Background: an optimization exercise with open tools, aiming at small area, a short achievable clock period and few clock cycles per item. Do not read the settings as production practice. Where RTL was checked, it was by simulation tests only, not by an equivalence proof against the original. Function not checked in run 1: the RTL went through the layout flow alone. No activity file was given, so power comes from the tool's default toggle rates.

## flow/config.mk

```make
export PLATFORM = sky130hd
export DESIGN_NAME = sensor_window_average_history_core
export DESIGN_NICKNAME = sensor_window_average_history_core
export VERILOG_FILES = /design/flow/design.v
export SDC_FILE = /design/flow/constraint.sdc
export NUM_CORES = 4
export LEC_CHECK = 0
export CAP_MARGIN = 20
export CORE_MARGIN = 2
export CORE_UTILIZATION = 40
export CTS_CLUSTER_DIAMETER = 100
export CTS_CLUSTER_SIZE = 20
export PLACE_DENSITY = 0.6
export SETUP_SLACK_MARGIN = 5.0
export SLEW_MARGIN = 20
export TNS_END_PERCENT = 10
```

## flow/constraint.sdc

```tcl
create_clock -name core_clock -period 8.0 [get_ports {aclk}]
set_input_delay 1.6000 -clock core_clock [delete_from_list [all_inputs] [get_ports {aclk}]]
set_output_delay 1.6000 -clock core_clock [all_outputs]
set_load 0.01 [all_outputs]
```

## flow/design.v

```verilog
package swah_pkg;
    localparam int NCH = 3;
    localparam int FIELD_W  = 24;
    localparam int HOURS_W  = 7;
    localparam int CMD_W    = 2;
    localparam int S_DATA_W = 72;
    localparam int S_USER_W = 8;
    localparam int M_DATA_W = 80;
    localparam int WIN       = 12;
    localparam int HOURS_MAX = 8;
    localparam int DELTA_W = FIELD_W + 1;
    localparam logic [CMD_W-1:0] CMD_INIT = 2'd0;
    localparam logic [CMD_W-1:0] CMD_PUSH = 2'd1;
    localparam logic [CMD_W-1:0] CMD_TICK = 2'd2;
    localparam logic [CMD_W-1:0] CMD_DAY  = 2'd3;
endpackage
import swah_pkg::*;
module swah_ctrl
(
    input  logic                       aclk,
    input  logic                       aresetn,
    input  logic                       s_tvalid,
    input  logic [swah_pkg::CMD_W-1:0] s_cmd,
    input  logic                       m_tready,
    output logic                       s_tready,
    output logic                       m_tvalid,
    output logic                       go,
    output logic                       p_shift,
    output logic                       p_load,
    output logic                       p_push,
    output logic                       p_init,
    output logic                       p_zero,
    output logic                       full,
    output logic                       full_next,
    output logic                       d_init,
    output logic                       c_upd,
    output logic                       c_init,
    output logic                       h_en,
    output logic                       h_sel_t,
    output logic                       t_en,
    output logic [3:0]                 hours
);
    logic                       in_v, p_v, d_v;
    logic [swah_pkg::CMD_W-1:0] in_cmd, p_cmd, d_cmd;
    logic [3:0]                 fill_cnt;
    logic                       pending;
    logic [1:0]                 cnt;
    logic                       mv;
    logic                       wr;
    logic                       pop;
    logic [1:0]                 cnt_next;
    logic                       pending_next;
    logic                       go_next;
    logic                       in_v_next, p_v_next, d_v_next;
    logic [swah_pkg::CMD_W-1:0] in_cmd_next, p_cmd_next, d_cmd_next;
    logic                       go_reg, shift_reg, load_reg, c_en_reg, t_en_reg, sel_t_reg;
    logic                       ready_reg, c_upd_reg, zero_reg;
    assign go       = go_reg;
    assign s_tready = ready_reg;
    assign m_tvalid = mv;
    assign p_shift = shift_reg;
    assign p_load  = load_reg;
    assign p_push  = (in_cmd == CMD_PUSH);
    assign p_init  = (in_cmd == CMD_INIT);
    assign p_zero  = zero_reg;
    assign d_init  = (p_cmd == CMD_INIT);
    assign c_upd   = c_upd_reg;
    assign c_init  = (d_cmd == CMD_INIT);
    assign wr      = pending && t_en_reg;
    assign pop     = mv && m_tready;
    assign h_en    = !mv || m_tready;
    assign h_sel_t = sel_t_reg;
    assign t_en    = t_en_reg;
    always_comb begin
        cnt_next = cnt;
        if (wr && !pop)      cnt_next = cnt + 2'd1;
        else if (!wr && pop) cnt_next = cnt - 2'd1;
        pending_next = c_en_reg || (pending && !wr);
        go_next      = !pending_next || (cnt_next != 2'd2);
        in_v_next    = go_reg ? (s_tvalid && ready_reg) : in_v;
        in_cmd_next  = go_reg ? s_cmd    : in_cmd;
        p_v_next     = go_reg ? in_v     : p_v;
        p_cmd_next   = go_reg ? in_cmd   : p_cmd;
        d_v_next     = go_reg ? p_v      : d_v;
        d_cmd_next   = go_reg ? p_cmd    : d_cmd;
        if (!aresetn || load_reg) begin
            full_next = 1'b0;
        end else if (shift_reg && !full) begin
            full_next = (fill_cnt == 4'(WIN - 1));
        end else begin
            full_next = full;
        end
    end
    always_ff @(posedge aclk) begin
        if (!aresetn) begin
            in_v      <= 1'b0;
            p_v       <= 1'b0;
            d_v       <= 1'b0;
            pending   <= 1'b0;
            cnt       <= 2'd0;
            mv        <= 1'b0;
            go_reg    <= 1'b1;
            ready_reg <= 1'b0;
            c_upd_reg <= 1'b0;
            shift_reg <= 1'b0;
            load_reg  <= 1'b0;
            c_en_reg  <= 1'b0;
            t_en_reg  <= 1'b1;
            sel_t_reg <= 1'b0;
            fill_cnt  <= 4'd0;
            hours     <= 4'd0;
        end else begin
            in_v      <= in_v_next;
            p_v       <= p_v_next;
            d_v       <= d_v_next;
            pending   <= pending_next;
            cnt       <= cnt_next;
            mv        <= (cnt_next != 2'd0);
            go_reg    <= go_next;
            ready_reg <= go_next;
            c_upd_reg <= go_next && d_v_next &&
                         (d_cmd_next == CMD_PUSH || d_cmd_next == CMD_INIT);
            shift_reg <= go_next && in_v_next && (in_cmd_next == CMD_PUSH);
            load_reg  <= go_next && in_v_next && (in_cmd_next == CMD_INIT);
            c_en_reg  <= go_next && d_v_next;
            t_en_reg  <= (cnt_next != 2'd2);
            sel_t_reg <= (cnt_next == 2'd2);
            if (load_reg) begin
                fill_cnt <= 4'd0;
            end else if (shift_reg && !full) begin
                fill_cnt <= fill_cnt + 4'd1;
            end
            if (c_en_reg && c_init) begin
                hours <= 4'd0;
            end else if (c_en_reg && d_cmd == CMD_TICK && hours != 4'(HOURS_MAX)) begin
                hours <= hours + 4'd1;
            end
        end
    end
    always_ff @(posedge aclk) begin
        full     <= full_next;
        zero_reg <= (in_cmd_next == CMD_INIT);
        in_cmd <= in_cmd_next;
        p_cmd  <= p_cmd_next;
        d_cmd  <= d_cmd_next;
    end
endmodule
import swah_pkg::*;
module swah_dp
(
    input  logic                        aclk,
    input  logic                        aresetn,
    input  logic [swah_pkg::FIELD_W-1:0] in_x,
    input  logic                        go,
    input  logic                        p_shift,
    input  logic                        p_load,
    input  logic                        p_push,
    input  logic                        p_init,
    input  logic                        p_zero,
    input  logic                        full_next,
    input  logic                        d_init,
    input  logic                        c_upd,
    input  logic                        c_init,
    output logic [swah_pkg::FIELD_W-1:0] avg
);
    localparam int W = FIELD_W;
    logic [W-1:0]         win_reg [1:WIN-1];
    logic [W-1:0]         old_reg;
    logic                 cy_reg;
    logic [DELTA_W-1:0]   delta_reg;
    logic [W-1:0]         da_reg;
    logic [3:0]           db_reg;
    logic [W-1:0]         q_reg;
    logic [3:0]           r_reg;
    always_ff @(posedge aclk) begin
        if (p_shift) begin
            for (int i = 1; i < WIN - 1; i++) begin
                win_reg[i] <= win_reg[i+1];
            end
            win_reg[WIN-1] <= in_x;
        end
    end
    always_ff @(posedge aclk) begin
        if (!aresetn) begin
            old_reg <= '0;
        end else if (p_load) begin
            old_reg <= in_x;
        end else if (full_next && p_shift) begin
            old_reg <= win_reg[1];
        end
    end
    logic [W-1:0] sub;
    assign sub = p_zero ? '0 : old_reg;
    always_ff @(posedge aclk) begin
        if (go) begin
            delta_reg <= {in_x[W-1], in_x} - {sub[W-1], sub};
        end
    end
    function automatic logic [2:0] add3(input logic [2:0] a, input logic [2:0] b);
        add3[0] = (a[0] & b[0]) | (a[1] & b[2]) | (a[2] & b[1]);
        add3[1] = (a[0] & b[1]) | (a[1] & b[0]) | (a[2] & b[2]);
        add3[2] = (a[0] & b[2]) | (a[2] & b[0]) | (a[1] & b[1]);
    endfunction
    logic [23:0] v;
    logic [1:0]  dig  [12];
    logic [2:0]  scan [5][12];
    logic [2:0]  rem  [13];
    logic [23:0] quo;
    logic [3:0]  db_next;
    logic [W-1:0] da_next;
    always_comb begin
        v = {1'b1, ~delta_reg[DELTA_W-1], delta_reg[DELTA_W-2:2]};
        for (int k = 0; k < 12; k++) begin
            dig[k]     = v[2*k +: 2];
            scan[0][k] = {dig[k] == 2'd2, dig[k] == 2'd1, dig[k] == 2'd0 || dig[k] == 2'd3};
        end
        for (int l = 0; l < 4; l++) begin
            for (int k = 0; k < 12; k++) begin
                if (((11 - k) >> l) % 2 == 1) begin
                    scan[l+1][k] = add3(scan[l][k], scan[l][11 - (((11 - k) >> l) << l) + 1]);
                end else begin
                    scan[l+1][k] = scan[l][k];
                end
            end
        end
        for (int k = 0; k < 12; k++) begin
            rem[k] = scan[4][k];
        end
        rem[12] = 3'b001;
        for (int k = 0; k < 12; k++) begin
            quo[2*k+1] = (rem[k+1][1] & dig[k][1]) | rem[k+1][2];
            quo[2*k]   = (rem[k+1][0] & (dig[k] == 2'd3)) |
                         (rem[k+1][1] & !dig[k][1]) |
                         (rem[k+1][2] & (dig[k] != 2'd0));
        end
        da_next = {{(W-22){quo[21]}}, quo[21:0]};
        db_next = {rem[0][2], rem[0][1], delta_reg[1:0]};
    end
    always_ff @(posedge aclk) begin
        if (go) begin
            if (d_init) begin
                da_reg <= delta_reg[W-1:0];
                db_reg <= 4'd0;
            end else begin
                da_reg <= da_next;
                db_reg <= db_next;
            end
        end
    end
    logic [4:0] rsum;
    logic [4:0] rsum_wrap;
    logic [3:0] r_next;
    logic [4:0] cy_sum;
    logic [2:0] cy_cand;
    logic       cy_go;
    logic       cy_next;
    logic [W:0] q_sum;
    assign rsum      = {1'b0, r_reg} + {1'b0, db_reg};
    assign rsum_wrap = rsum - 5'd12;
    assign q_sum     = {q_reg, cy_reg} + {da_reg, cy_reg};
    always_comb begin
        if (!aresetn) begin
            r_next = '0;
        end else if (c_upd) begin
            if (c_init) begin
                r_next = '0;
            end else begin
                r_next = cy_reg ? rsum_wrap[3:0] : rsum[3:0];
            end
        end else begin
            r_next = r_reg;
        end
        cy_cand[0] = ({1'b0, r_next} + {3'b0, delta_reg[1:0]}) >= 5'd12;
        cy_cand[1] = ({1'b0, r_next} + {3'b0, delta_reg[1:0]}) >= 5'd8;
        cy_cand[2] = ({1'b0, r_next} + {3'b0, delta_reg[1:0]}) >= 5'd4;
        cy_go   = !d_init && ((rem[0][0] && cy_cand[0]) ||
                              (rem[0][1] && cy_cand[1]) ||
                              (rem[0][2] && cy_cand[2]));
        cy_sum  = {1'b0, r_next} + {1'b0, db_reg};
        cy_next = go ? cy_go : (cy_sum >= 5'd12);
    end
    always_ff @(posedge aclk) begin
        r_reg  <= r_next;
        cy_reg <= cy_next;
        if (!aresetn) begin
            q_reg <= '0;
        end else if (c_upd) begin
            if (c_init) begin
                q_reg <= da_reg;
            end else begin
                q_reg <= q_sum[W:1];
            end
        end
    end
    assign avg = q_reg + W'(q_reg[W-1] && (r_reg != 4'd0));
endmodule
import swah_pkg::*;
module sensor_window_average_history_core
(
    input  logic                aclk,
    input  logic                aresetn,
    input  logic                s_tvalid,
    output logic                s_tready,
    input  logic [swah_pkg::S_DATA_W-1:0] s_tdata,
    input  logic [swah_pkg::S_USER_W-1:0] s_tuser,
    output logic                m_tvalid,
    input  logic                m_tready,
    output logic [swah_pkg::M_DATA_W-1:0] m_tdata
);
    localparam int RES_W = NCH * FIELD_W + 4;
    logic                  go;
    logic                  p_shift, p_load, p_push, p_init, p_zero, full, full_next;
    logic                  d_init;
    logic                  c_upd, c_init;
    logic                  h_en, h_sel_t, t_en;
    logic [3:0]            hours;
    logic [S_DATA_W-1:0]   in_data;
    logic [FIELD_W-1:0]    avg [NCH];
    logic [RES_W-1:0]      res;
    logic [RES_W-1:0]      head_reg;
    logic [RES_W-1:0]      tail_reg;
    swah_ctrl u_ctrl (
        .aclk     (aclk),
        .aresetn  (aresetn),
        .s_tvalid (s_tvalid),
        .s_cmd    (s_tuser[CMD_W-1:0]),
        .m_tready (m_tready),
        .s_tready (s_tready),
        .m_tvalid (m_tvalid),
        .go       (go),
        .p_shift  (p_shift),
        .p_load   (p_load),
        .p_push   (p_push),
        .p_init   (p_init),
        .p_zero   (p_zero),
        .full     (full),
        .full_next   (full_next),
        .d_init   (d_init),
        .c_upd    (c_upd),
        .c_init   (c_init),
        .h_en     (h_en),
        .h_sel_t  (h_sel_t),
        .t_en     (t_en),
        .hours    (hours)
    );
    always_ff @(posedge aclk) begin
        if (go) begin
            in_data <= s_tdata;
        end
    end
    for (genvar c = 0; c < NCH; c++) begin : g_ch
        swah_dp u_dp (
            .aclk    (aclk),
            .aresetn (aresetn),
            .in_x    (in_data[c*FIELD_W +: FIELD_W]),
            .go      (go),
            .p_shift (p_shift),
            .p_load  (p_load),
            .p_push  (p_push),
            .p_init  (p_init),
            .p_zero  (p_zero),
            .full_next   (full_next),
            .d_init  (d_init),
            .c_upd   (c_upd),
            .c_init  (c_init),
            .avg     (avg[c])
        );
    end
    assign res = {hours, avg[2], avg[1], avg[0]};
    always_ff @(posedge aclk) begin
        if (t_en) begin
            tail_reg <= res;
        end
        if (h_en) begin
            head_reg <= h_sel_t ? tail_reg : res;
        end
    end
    assign m_tdata = {1'b0, 3'b000, head_reg};
endmodule
```

## flow/flow/run.sh

```bash
#!/bin/bash
# Layout flow: the standard ORFS flow (standard.sh) with two changes that
# leave the design, constraints and measurement alone:
#  - the port buffers that buffer_ports inserts are plain buf cells rather than
#    whatever buffer it picks by default (it picks delay cells on sky130hd);
#  - the resizer may swap a cell for one with another footprint.
# Each tool's output goes to a log file in this folder.
set -euo pipefail
sed 's| "\${@:-finish}"| MATCH_CELL_FOOTPRINT=0 MAX_REPAIR_ANTENNAS_ITER_DRT=10 MAX_REPAIR_ANTENNAS_ITER_GRT=10 BUFFER_PORTS_ARGS="-buffer_cell sky130_fd_sc_hd__buf_2" "${@:-finish}"|' \
    standard.sh > flow_standard.sh
grep -q 'MATCH_CELL_FOOTPRINT=0' flow_standard.sh
bash flow_standard.sh > orfs_make.log 2>&1
test -s out/final.def
```

## flow/standard.sh

```bash
#!/bin/bash
# synth_recipe.tcl (not shown) runs the flow's synth.tcl, then flattens the netlist and writes it again
# the make line also repeats each setting of config.mk as NAME=value (left out here)
make -C /OpenROAD-flow-scripts/flow DESIGN_CONFIG=/design/flow/config.mk WORK_HOME=/design/flow/orfs CLKGATE_MAP_FILE= SYNTH_SCRIPT=/design/flow/synth_recipe.tcl "${@:-finish}"
```

==> results of run 1 <==
## placed cells by master, fill, tap and decap left out, types with 87 or more instances in the layout
cell | netlist | routed
edfxtp_1 | 1178 | 1178
nor2_1 | 340 | 330
ha_1 | 309 | 268
a21oi_1 | 255 | 246
nand2_1 | 238 | 237
inv_1 | 218 | 196
dfxtp_1 | 187 | 175
buf_4 | 4 | 163
buf_2 | 4 | 155
o21ai_0 | 171 | 144
xnor2_1 | 126 | 126
a211oi_1 | 110 | 105
nand2b_1 | 94 | 90
clkbuf_16 | 0 | 87
## layer usage
layer	global-route usage, %	vias to the layer above
met5	0	-
met4	4.130	0
met2	20.94	783
met1	23.57	16630
met3	2.050	126
li1	-	17080
## where the power goes
group	internal, W	leakage [nW]	switching (W)
Sequential	0.00830	13.0	0.000457
Clock	0.00203	1.20	0.00234
Combinational	0.00159	10.2	0.00198
## worst max-delay path by stage
stage / endpoint / slack [ns] / depth (start not counted)
after floorplan: g_ch[0].u_dp.old_reg[10] / 0.93 / 7
after global placement: g_ch[0].u_dp.cy_reg / 3.85 / 12
after detailed placement: g_ch[0].u_dp.old_reg[11] / 3.78 / 8
after CTS: g_ch[0].u_dp.da_reg[4] / 4.71 / 12
after global routing: g_ch[2].u_dp.da_reg[2] / 4.38 / 13
final: g_ch[0].u_dp.da_reg[4] / 4.52 / 12
## timing repair
action / in CTS / in global routing
setup buffers: 135 / 23
pin swaps: 118 / 26
endpoints found under the setup margin: 506 / 470
gates cloned: 7 / 2
gates resized for setup: 204 / 37
## metrics by stage
stage	instances	utilization, %
after floorplan	4360	-
after global routing	6655	45.55
after CTS	6629	45.29
final	6659	45.56
after detailed placement	6333	42.23
after global placement	6333	42.23
## kinds of logic after synthesis
kind of cell | synth area share (%)
DFF | 65.95
and+or+nand+nor | 7.549
AOI/OAI and AO/OA | 11.42
other | 0.006322
adders and majority gates | 7.024
muxes | 2.932
buffers and inverters | 2.362
xor gates and xnor gates | 2.757
## cell type report
type / instances / area, um2 / share of cell area (%)
diodes: 4 / 10.01 / 0.01490
clock buffers: 137 / 2301 / 3.424
clock inverters: 17 / 234.0 / 0.3482
inverters: 220 / 839.6 / 1.249
multi-input cells: 2639 / 19760 / 29.41
flip-flops and latches: 1365 / 39150 / 58.26
well taps: 1930 / 2415 / 3.594
repair buffers: 347 / 2485 / 3.698
## worst max-delay path, cell delays in order (launching register included)
cell      delay [ns]
edfxtp_1        0.44
inv_2           0.09
ha_4            0.28
inv_4           0.04
a221o_1         0.38
a222oi_1        0.39
buf_4           0.21
nor2_4          0.03
or3_4           0.43
a222oi_1        0.44
o22ai_1         0.14
a211oi_1        0.22
a21oi_1         0.10
==> impl_metrics.toml, run 1 <==
[outcome]
status = "no timing/DRC/antenna violations"

[grt]
grt_first_pass_wirelength_mm = 180.4
first_global_vias = 32550
grt_overflow_total = 0
grt_usage_pct = 14.83
grt_max_degree = 210
antenna_found_initial = 5

[final_layout]
final_cell_area_um2 = 67200
nets = 5063
fillers = 13090
drive_gt1_share_pct = 15.11
largest_reg_flops = 792
area_growth_syn_to_layout_pct = 13.28

[cts]
cts_buffers = 82
worstSkewPairLatency_ns = 0.72
cts_buffer_depth = 3
cts_hold_buffers = 0
path_clk_slew_ns = 0.09
h-tree-depth = 3
ctsRootBufferMaster = "clkbuf_16"
cts_tree = "yes"
cts_sinks = 1365

[setup_path]
r2r_cells = 12
arrival_ns = 3.89
crit_required_ns = 8.41
r2r_start = "g_ch[0].u_dp.delta_reg[15]"
worstSetupStartpoint = "g_ch[0].u_dp.delta_reg[15]"
rrSetupSlack_ns = 4.52
path_class = "flop to flop"
end_kind = "flop"
crit_fanout = 5
critPathLaunchType = "flop"
regToRegEndpoint = "g_ch[0].u_dp.da_reg[4]"

[routing]
route.met3.wl_mm = 5.089
drc = 0
drt-initial-drc-count = 3161
dr.pass1.iters = 8
wl_met2_mm = 47.41
vias = 34620
top_layer_used = "met4"
drt.antenna.violating_nets = 0
drt-total-wl_mm = 115.6
wl_met1_mm = 60.83
post_drt_wl_per_cell_um = 17.36
drt-vias-per-instance = 5.199

[pwr]
leakagePower_nw = 24.47
total_power_w = 0.01669
peakVddDrop_v = 0.0001775
power_density_nw_per_um2 = 248.3

[die]
start_util_pct = 40.22
die_area_um2 = 151400
fp.dieW_um = 389.1
io_pins = 166
die_y_um = 389.1
core_um2 = 147500
rows = 141

[placed_design]
dp_worst_setup_slack_ns = 3.777
port_buffers = 155
post-dp-hpwl_mm = 73.30
placed_area_um2 = 62280
finalWeightedCongestion = 0.8570

[logic_synthesis]
yosysUniqueCellTypes = 83
synth.most_common_cell = "edfxtp_1"
synth.yosys.seq_area_share_pct = 65.95
synthArstFlopShare_pct = 0
synth_cells = 4357
synth_flop_cell = "edfxtp_1"
synth_common_cells = "1178 x edfxtp_1, 340 x nor2_1, 309 x ha_1"
yosysWarnings = 8
netlist_area_um2 = 59320
synth_area_leaders = "edfxtp_1 60%, ha_1 6.5%, dfxtp_1 6.3%, a21oi_1 2.2%, nor2_1 2.2%"
synth_seq_cells = 1365
yosysTopAreaCell = "edfxtp_1"
yosysTopAreaCellShare_pct = 59.63
synth-edff-count = 1178
syn_avg_cell_area_um2 = 13.61

[sta]
holdWs_ns = 0.3883
setup_slack_ns = 4.522
fin_crit_ns = 3.478
drv_slew = 0
finalSetupViolCount = 0
fin_skew_ns = 0.03934
hold_violations = 0
fin_setup_tns_ns = 0
maxSlewHeadroom_pct = 28.55
tightest_slew_ns = 1.072
rsz0062_at_grt = "yes"
fmax_mhz = 287.5
period_share_pct = 43.48

[min_path]
holdPathEnd = "g_ch[0].u_dp.win_reg[1][15]"
hold_path_class = "flop to flop"
hp-start = "g_ch[0].u_dp.win_reg[2][15]"
whs_path_depth = 0

[run]
maxCapViolations = 0
==> run 2, diff against run 1 <==
--- a/flow/design.v
+++ b/flow/design.v
@@ -217,6 +217,6 @@
         for (int l = 0; l < 4; l++) begin
             for (int k = 0; k < 12; k++) begin
-                if (((11 - k) >> l) % 2 == 1) begin
-                    scan[l+1][k] = add3(scan[l][k], scan[l][11 - (((11 - k) >> l) << l) + 1]);
+                if (k + (1 << l) < 12) begin
+                    scan[l+1][k] = add3(scan[l][k], scan[l][k + (1 << l)]);
                 end else begin
                     scan[l+1][k] = scan[l][k];
--- a/flow/flow/run.sh
+++ b/flow/flow/run.sh
@@ -7,5 +7,5 @@
 # Each tool's output goes to a log file in this folder.
 set -euo pipefail
-sed 's| "\${@:-finish}"| MATCH_CELL_FOOTPRINT=0 MAX_REPAIR_ANTENNAS_ITER_DRT=10 MAX_REPAIR_ANTENNAS_ITER_GRT=10 BUFFER_PORTS_ARGS="-buffer_cell sky130_fd_sc_hd__buf_2" "${@:-finish}"|' \
+sed 's| "\${@:-finish}"| MATCH_CELL_FOOTPRINT=0 SETUP_SLACK_MARGIN=5.4 MAX_REPAIR_ANTENNAS_ITER_DRT=10 MAX_REPAIR_ANTENNAS_ITER_GRT=10 BUFFER_PORTS_ARGS="-buffer_cell sky130_fd_sc_hd__buf_2" "${@:-finish}"|' \
     standard.sh > flow_standard.sh
 grep -q 'MATCH_CELL_FOOTPRINT=0' flow_standard.sh
==> impl_metrics.toml, run 2 <==
[cts]
cts_buffer_depth = 3
path_clk_slew_ns = 0.08
h-tree-depth = 3
worstSkewPairLatency_ns = 0.71
cts_sinks = 1365
cts_tree = "yes"
cts_buffers = 82
ctsRootBufferMaster = "clkbuf_16"

[routing]
drt-total-wl_mm = 127.6
dr.pass1.iters = 8
drt-initial-drc-count = 3289
drt.antenna.violating_nets = 0
drc = 0
vias = 37480
post_drt_wl_per_cell_um = 17.88
drt-vias-per-instance = 5.252

[sta]
tightest_slew_ns = 1.090
period_share_pct = 41.17
fin_crit_ns = 3.293
finalSetupViolCount = 0
fin_skew_ns = 0.05111
hold_violations = 0
maxSlewHeadroom_pct = 27.31
fmax_mhz = 303.6
rsz0062_at_grt = "yes"
drv_slew = 0
fin_setup_tns_ns = 0

[final_layout]
final_cell_area_um2 = 71230
layout_common_cells = "1178 x edfxtp_1, 402 x nor2_1, 341 x buf_4, 236 x ha_1, 233 x nand2_1"
final_common_cell = "edfxtp_1"
area_growth_syn_to_layout_pct = 18.02
drive_gt1_share_pct = 22.16
largest_reg_flops = 792
nets = 5451

[run]
maxCapViolations = 0

[logic_synthesis]
synth.most_common_cell = "edfxtp_1"
synth_area_leaders = "edfxtp_1 59%, ha_1 6.4%, dfxtp_1 6.2%, nor2_1 2.7%, xnor2_1 2.0%"
yosysTopAreaCell = "edfxtp_1"
yosysWarnings = 8
syn_avg_cell_area_um2 = 13.33
synth.yosys.seq_area_share_pct = 64.82
synth-edff-count = 1178
yosysUniqueCellTypes = 79
synth_flop_cell = "edfxtp_1"
synthArstFlopShare_pct = 0
synth_seq_cells = 1365
synth_cells = 4528
synth_common_cells = "1178 x edfxtp_1, 433 x nor2_1, 309 x ha_1"
netlist_area_um2 = 60350
yosysTopAreaCellShare_pct = 58.61

[placed_design]
placed_area_um2 = 63460
finalWeightedCongestion = 0.8523
port_buffers = 155
post-dp-hpwl_mm = 80.27

[setup_path]
rrSetupSlack_ns = 4.71
r2r_cells = 15
regToRegEndpoint = "g_ch[1].u_dp.delta_reg[22]"
path_class = "flop to flop"
crit_path_end = "g_ch[1].u_dp.delta_reg[22]"
critPathLaunchType = "flop"
worstSetupStartpoint = "u_ctrl.zero_reg"
r2r_start = "u_ctrl.zero_reg"
crit_required_ns = 8.43
arrival_ns = 3.72
end_kind = "flop"
crit_fanout = 9

[pwr]
swShare_pct = 30.30
power_density_nw_per_um2 = 255.0
clockPowerShare_pct = 24.1
switchingPower_w = 0.005505
leakagePower_nw = 26.02
total_power_w = 0.01817
internal-power_w = 0.01266
power_frac_comb_pct = 28.0
peakVddDrop_v = 0.0001567
power_frac_seq_pct = 47.8

[grt]
grt_overflow_total = 0
grt_usage_pct = 15.97
antenna_found_initial = 1
grt_max_degree = 207
grt_first_pass_wirelength_mm = 196.1
first_global_vias = 35450

[die]
die_y_um = 392.4
die_area_um2 = 154000
io_pins = 166
fp.dieW_um = 392.4
core_um2 = 149800
rows = 142
start_util_pct = 40.29

[min_path]
hold_path_class = "flop to flop"

[outcome]
status = "no timing/DRC/antenna violations"
-- run 2: how the worst min path moves through the flow --
| stage | end | start | slack [ns] | depth (start not counted) |
|---|---|---|---|---|
| floorplan | g_ch[0].u_dp.win_reg[10][0] | g_ch[0].u_dp.win_reg[11][0] | 0.40 | 0 |
| global placement | g_ch[2].u_dp.win_reg[5][5] | g_ch[2].u_dp.win_reg[6][5] | 0.40 | 0 |
| detailed placement | g_ch[0].u_dp.win_reg[10][20] | g_ch[0].u_dp.win_reg[11][20] | 0.40 | 0 |
| CTS | g_ch[2].u_dp.win_reg[2][3] | g_ch[2].u_dp.win_reg[3][3] | 0.39 | 0 |
| global route | g_ch[2].u_dp.win_reg[4][8] | g_ch[2].u_dp.win_reg[5][8] | 0.41 | 0 |
| finish | g_ch[2].u_dp.win_reg[2][3] | g_ch[2].u_dp.win_reg[3][3] | 0.39 | 0 |
-- run 2: power by group through the flow --
stage | Sequential (W) | Combinational (W) | Clock (W)
final | 0.00869 | 0.00509 | 0.00439
after global placement | 0.00886 | 0.00339 | 0
after CTS | 0.00869 | 0.00463 | 0.00459
after detailed placement | 0.00887 | 0.00348 | 0
after floorplan | 0.00875 | 0.00255 | 0
after global routing | 0.00876 | 0.00552 | 0.00484
-- run 2: routing by layer --
layer	wire length, um	up-vias	global-route usage (%)
met5	0	-	0
met4	2810	0	4.608
met3	6026	156	2.145
met2	53780	828	23.33
met1	65000	18250	24.62
li1	-	18240	-
-- run 2: cell families (layout without fill, tap and decap cells) --
family	after synthesis	in the layout	synth area share (%)
other	1	11	0.006214
AO/OA/AOI/OAI	1090	1092	12.32
flip-flops	1365	1365	64.82
buffers and inverters	343	921	2.164
XOR/XNOR	192	192	2.786
adder cells (fa/ha/maj)	324	324	6.904
multiplexers	187	187	3.294
AND/OR/NAND/NOR	1026	1028	7.710
-- run 2: cell type report --
class,count,area (um2)
fillers,13110,78550
repair buffers,547,4138
flip-flops and latches,1365,39150
diodes,7,17.52
multi-input cells,2827,22000
clock buffers,139,2330
clock inverters,15,224.0
well taps,2016,2522
inverters,220,849.6
-- run 2: repair_timing --
action | CTS | global route
endpoints found under the setup margin | 685 | 655
pin swaps | 215 | 152
hold buffers | 0 | 0
cloned | 8 | 3
resized for setup | 381 | 177
hold endpoints to repair | 0 | 0
setup buffers | 282 | 77
-- run 2: critical path, cell delays in order (launching register included) --
cell	delay, ns
dfxtp_4	0.40
clkbuf_16	0.19
nand2b_1	0.15
ha_1	0.37
a21o_1	0.22
a21oi_2	0.17
a32oi_2	0.15
nand2_2	0.12
a311oi_2	0.10
o21a_1	0.21
o21ai_2	0.19
a2111oi_4	0.11
buf_4	0.16
buf_6	0.10
buf_6	0.10
o31a_1	0.27
-- run 2: stage by stage --
stage               worst slack (ns)  hold WS [ns]  util (%)  std cells
floorplan                     0.9279        0.4003         -       4531
global placement               3.732        0.4000     42.37       6605
detailed placement             3.693        0.4045     42.37       6605
CTS                            4.553        0.3924     46.60       7049
global route                   4.525        0.4131     47.55       7129
finish                         4.707        0.3930     47.56       7136
Testbench counts of run 2, summed over its fixed seeds: cycles 12,048, items 12,000.
==> run 3, diff against run 2 <==
--- a/flow/design.v
+++ b/flow/design.v
@@ -165,6 +165,8 @@
 );
     localparam int W = FIELD_W;
-    logic [W-1:0]         win_reg [1:WIN-1];
+    logic [W-1:0]         win_reg [WIN];
     logic [W-1:0]         old_reg;
+    logic [W-1:0]         init_next;
+    logic [W-1:0]         head_next;
     logic                 cy_reg;
     logic [DELTA_W-1:0]   delta_reg;
@@ -175,5 +177,5 @@
     always_ff @(posedge aclk) begin
         if (p_shift) begin
-            for (int i = 1; i < WIN - 1; i++) begin
+            for (int i = 0; i < WIN - 1; i++) begin
                 win_reg[i] <= win_reg[i+1];
             end
@@ -181,12 +183,16 @@
         end
     end
-    always_ff @(posedge aclk) begin
+    always_comb begin
         if (!aresetn) begin
-            old_reg <= '0;
+            init_next = '0;
         end else if (p_load) begin
-            old_reg <= in_x;
-        end else if (full_next && p_shift) begin
-            old_reg <= win_reg[1];
+            init_next = in_x;
+        end else begin
+            init_next = old_reg;
         end
+        head_next = p_shift ? win_reg[1] : win_reg[0];
+    end
+    always_ff @(posedge aclk) begin
+        old_reg <= full_next ? head_next : init_next;
     end
     logic [W-1:0] sub;
--- a/flow/flow/run.sh
+++ b/flow/flow/run.sh
@@ -7,5 +7,5 @@
 # Each tool's output goes to a log file in this folder.
 set -euo pipefail
-sed 's| "\${@:-finish}"| MATCH_CELL_FOOTPRINT=0 SETUP_SLACK_MARGIN=5.4 MAX_REPAIR_ANTENNAS_ITER_DRT=10 MAX_REPAIR_ANTENNAS_ITER_GRT=10 BUFFER_PORTS_ARGS="-buffer_cell sky130_fd_sc_hd__buf_2" "${@:-finish}"|' \
+sed 's| "\${@:-finish}"| MATCH_CELL_FOOTPRINT=0 BUFFER_PORTS_ARGS="-buffer_cell sky130_fd_sc_hd__buf_2" "${@:-finish}"|' \
     standard.sh > flow_standard.sh
 grep -q 'MATCH_CELL_FOOTPRINT=0' flow_standard.sh
--- a/flow/config.mk
+++ b/flow/config.mk
@@ -9,6 +9,5 @@
 export CORE_MARGIN = 2
 export CORE_UTILIZATION = 40
-export CTS_CLUSTER_DIAMETER = 100
-export CTS_CLUSTER_SIZE = 20
+export CTS_BUF_LIST = sky130_fd_sc_hd__clkbuf_4 sky130_fd_sc_hd__clkbuf_8
 export PLACE_DENSITY = 0.6
 export SETUP_SLACK_MARGIN = 5.0
==> impl_metrics.toml, run 3 <==
[final_layout]
final_common_cell = "edfxtp_1"
drive_gt1_share_pct = 24.12
register_area_um2 = 41300
fin_cells = 7475
final_cell_area_um2 = 74880
fillers = 13790
largest_reg_flops = 864
layout_common_cells = "1250 x edfxtp_1, 310 x nor2_1, 269 x buf_4, 243 x nand2_1, 241 x ha_1"
multi_input_area_um2 = 21930
nets = 5606
area_growth_syn_to_layout_pct = 18.64

[setup_path]
path_buf_inv = 1
r2r_cells = 13
r2r_start = "u_ctrl.zero_reg"
rrSetupSlack_ns = 4.76
crit_required_ns = 8.78
regToRegEndpoint = "g_ch[2].u_dp.delta_reg[24]"
end_kind = "flop"
crit_top_cell = "nor2b_2"
max_stage_delay_ns = 0.40
crit_fanout = 5
cpMaxStageDelayCell = "dfxtp_4"
arrival_ns = 4.02
path_class = "flop to flop"
path_delay_family = "compound AO/OA/AOI/OAI gates"
worstPathCellList = "buf_12, nor2b_2, ha_2, fa_2, nor2b_2, o31a_1, o311a_1, o211ai_1, a31oi_2, o2111ai_2, nand3_2, a311oi_2, a21o_1"
critPathLaunchType = "flop"

[grt]
grt_usage_pct = 15.62
first_global_vias = 36040
grt_overflow_total = 0
grt_max_degree = 183
grt_first_pass_wirelength_mm = 201.0
antenna_found_initial = 9

[die]
rows = 145
io_pins = 166
die_y_um = 401.2
fp.dieW_um = 401.2
core_um2 = 156400
die_area_um2 = 161000
start_util_pct = 40.36

[sta]
fin_skew_ns = 0.07271
period_share_pct = 40.55
rsz0062_at_grt = "yes"
fin_setup_tns_ns = 0
finalSetupViolCount = 0
holdWs_ns = 0.3737
maxSlewHeadroom_pct = 30.58
fmax_mhz = 308.2
drv_slew = 0
hold_violations = 0
tightest_slew_ns = 1.041
fin_crit_ns = 3.244

[logic_synthesis]
netlist_area_um2 = 63120
synth_cells = 4634
synth.yosys.seq_area_share_pct = 65.40
synth_flop_cell = "edfxtp_1"
synth-edff-count = 1250
syn_avg_cell_area_um2 = 13.62
yosysTopAreaCellShare_pct = 59.47
synth.most_common_cell = "edfxtp_1"
yosysUniqueCellTypes = 78
yosysTopAreaCell = "edfxtp_1"
synth_common_cells = "1250 x edfxtp_1, 331 x nor2_1, 309 x ha_1"
synth_area_leaders = "edfxtp_1 59%, ha_1 6.1%, dfxtp_1 5.9%, mux2_2 2.8%, nor2_1 2.0%"
yosysWarnings = 8
synth_seq_cells = 1437
synthArstFlopShare_pct = 0

[routing]
post_drt_wl_per_cell_um = 17.52
drt-vias-per-instance = 5.192
dr.pass1.iters = 9
drc = 0
vias = 38810
drt-total-wl_mm = 130.9
drt-initial-drc-count = 3145
drt.antenna.violating_nets = 1

[min_path]
whs_path_depth = 0
hold_path_class = "flop to flop"
hp-start = "g_ch[2].u_dp.win_reg[10][17]"
holdPathEnd = "g_ch[2].u_dp.win_reg[9][17]"

[pwr]
power_density_nw_per_um2 = 309.5
peakVddDrop_v = 0.0001710
leakagePower_nw = 28.83

[cts]
cts_sinks = 1437
path_clk_slew_ns = 0.06
h-tree-depth = 4
cts_buffer_depth = 3
cts_buffers = 230
cts_hold_buffers = 0
ctsRootBufferMaster = "clkbuf_8"
worstSkewPairLatency_ns = 0.96
cts_tree = "yes"

[placed_design]
finalWeightedCongestion = 0.8610
dp_cells = 6761
port_buffers = 155
post-dp-hpwl_mm = 82.77
placed_area_um2 = 66340

[run]
maxCapViolations = 0

[outcome]
violations = "antenna violations"
status = "complete, but fails checks"
==> run 3: cell count changes in the layout (fill, tap and decap cells not counted), sizes merged, moves of 64 or more <==
cell,previous run,this run
clkbuf,146,317
nor2,434,331
buf,540,447
clkinv,7,92
and3,18,101
edfxtp,1178,1250
a21o,60,130
mux2i,94,27
a211oi,106,42
==> run 3: cell type report <==
class | instances | area share [%]
diodes | 20 | 0.06684
clock buffers | 311 | 5.073
clock inverters | 120 | 1.442
inverters | 220 | 1.140
multi-input cells | 2856 | 29.29
flip-flops and latches | 1437 | 55.16
well taps | 2058 | 3.439
repair buffers | 453 | 4.391
==> run 3: worst max-delay path by stage <==
stage | from | endpoint | depth (start not counted)
after floorplan | u_ctrl.shift_reg | g_ch[0].u_dp.old_reg[0] | 2
after global placement | aresetn | g_ch[2].u_dp.cy_reg | 11
after detailed placement | aresetn | g_ch[0].u_dp.old_reg[1] | 8
after CTS | head_reg[17] | m_tdata[17] | 1
after global routing | u_ctrl.zero_reg | g_ch[2].u_dp.delta_reg[24] | 13
final | u_ctrl.zero_reg | g_ch[2].u_dp.delta_reg[24] | 13
==> run 3: power by group <==
part / internal [W] / switching [W]
clock: 0.00359 / 0.00294
sequential: 0.00894 / 0.000446
combinational: 0.00322 / 0.00404
==> run 3: metal layers <==
| layer | vias up | part of all wire [%] | track usage [%] |
|---|---|---|---|
| met2 | 922 | 42 | 21.84 |
| met1 | 18720 | 51 | 24.19 |
| met4 | 0 | 2.0 | 4.886 |
| met5 | - | 0 | 0 |
| met3 | 186 | 4.8 | 3.023 |
| li1 | 18980 | - | - |
==> run 3: stage by stage <==
stage	worst slack (ns)	power, W	utilization [%]
floorplan	0.2465	0.01326	-
global placement	3.365	0.01471	42.41
detailed placement	3.336	0.01484	42.42
CTS	4.753	0.02229	46.53
global route	4.631	0.02446	47.85
finish	4.756	0.02318	47.88
==> run 3: kinds of logic (layout without fill, tap and decap cells) <==
kind of cell             Yosys count  after routing  share of synthesized area, %
flip-flops                      1437           1437                         65.40
AO/OA/AOI/OAI                   1115           1115                         12.18
multiplexers                     183            183                         3.211
XOR/XNOR                         177            177                         2.522
AND/OR/NAND/NOR                 1053           1053                         7.985
other                              1             24                      0.005941
adder cells (fa/ha/maj)          324            324                         6.601
buffers and inverters            344           1104                         2.087
==> run 3: what timing repair did <==
action / in CTS / in global routing
hold endpoints to repair: 0 / 0
buffers inserted: 138 / 120
resized for setup: 98 / 305
endpoints found under the setup margin: 411 / 376
cloned: 4 / 1
pin swaps: 72 / 139
Testbench counts of run 3, summed over its fixed seeds: cycles 12,048, items 12,000.

-- port drivers added, routing unchanged --
How much do the figures lean on ideal ports? The routed layouts below were timed once more, with nothing changed but the port constraints. Step 1: set_driving_cell puts a clkbuf_16 on aclk and a buf_2 on each other input, an assumption about the parent block. Step 2 also shifts input and output timing later by t, the mid clock arrival at the registers, as if the neighbouring blocks saw the same clock. a / b / c = ideal / step 1 / step 2; a / b = the first two.
run | t (ns) | slack for setup (ns) | worst setup path at the end | latest minus earliest clock arrival (ns)
run 1 | 0.770 | 4.522 / 4.522 / 4.021 | input to register | 0.040 / 0.040
run 2 | 0.760 | 4.707 / 4.707 / 4.223 | input to register | 0.051 / 0.051
run 3 | 0.995 | 4.756 / 4.756 / 3.877 | input to register | 0.073 / 0.072
The setup slack of run 3, which loses most, moves by 0.000 ns with the drivers and by -0.879 ns with both steps.
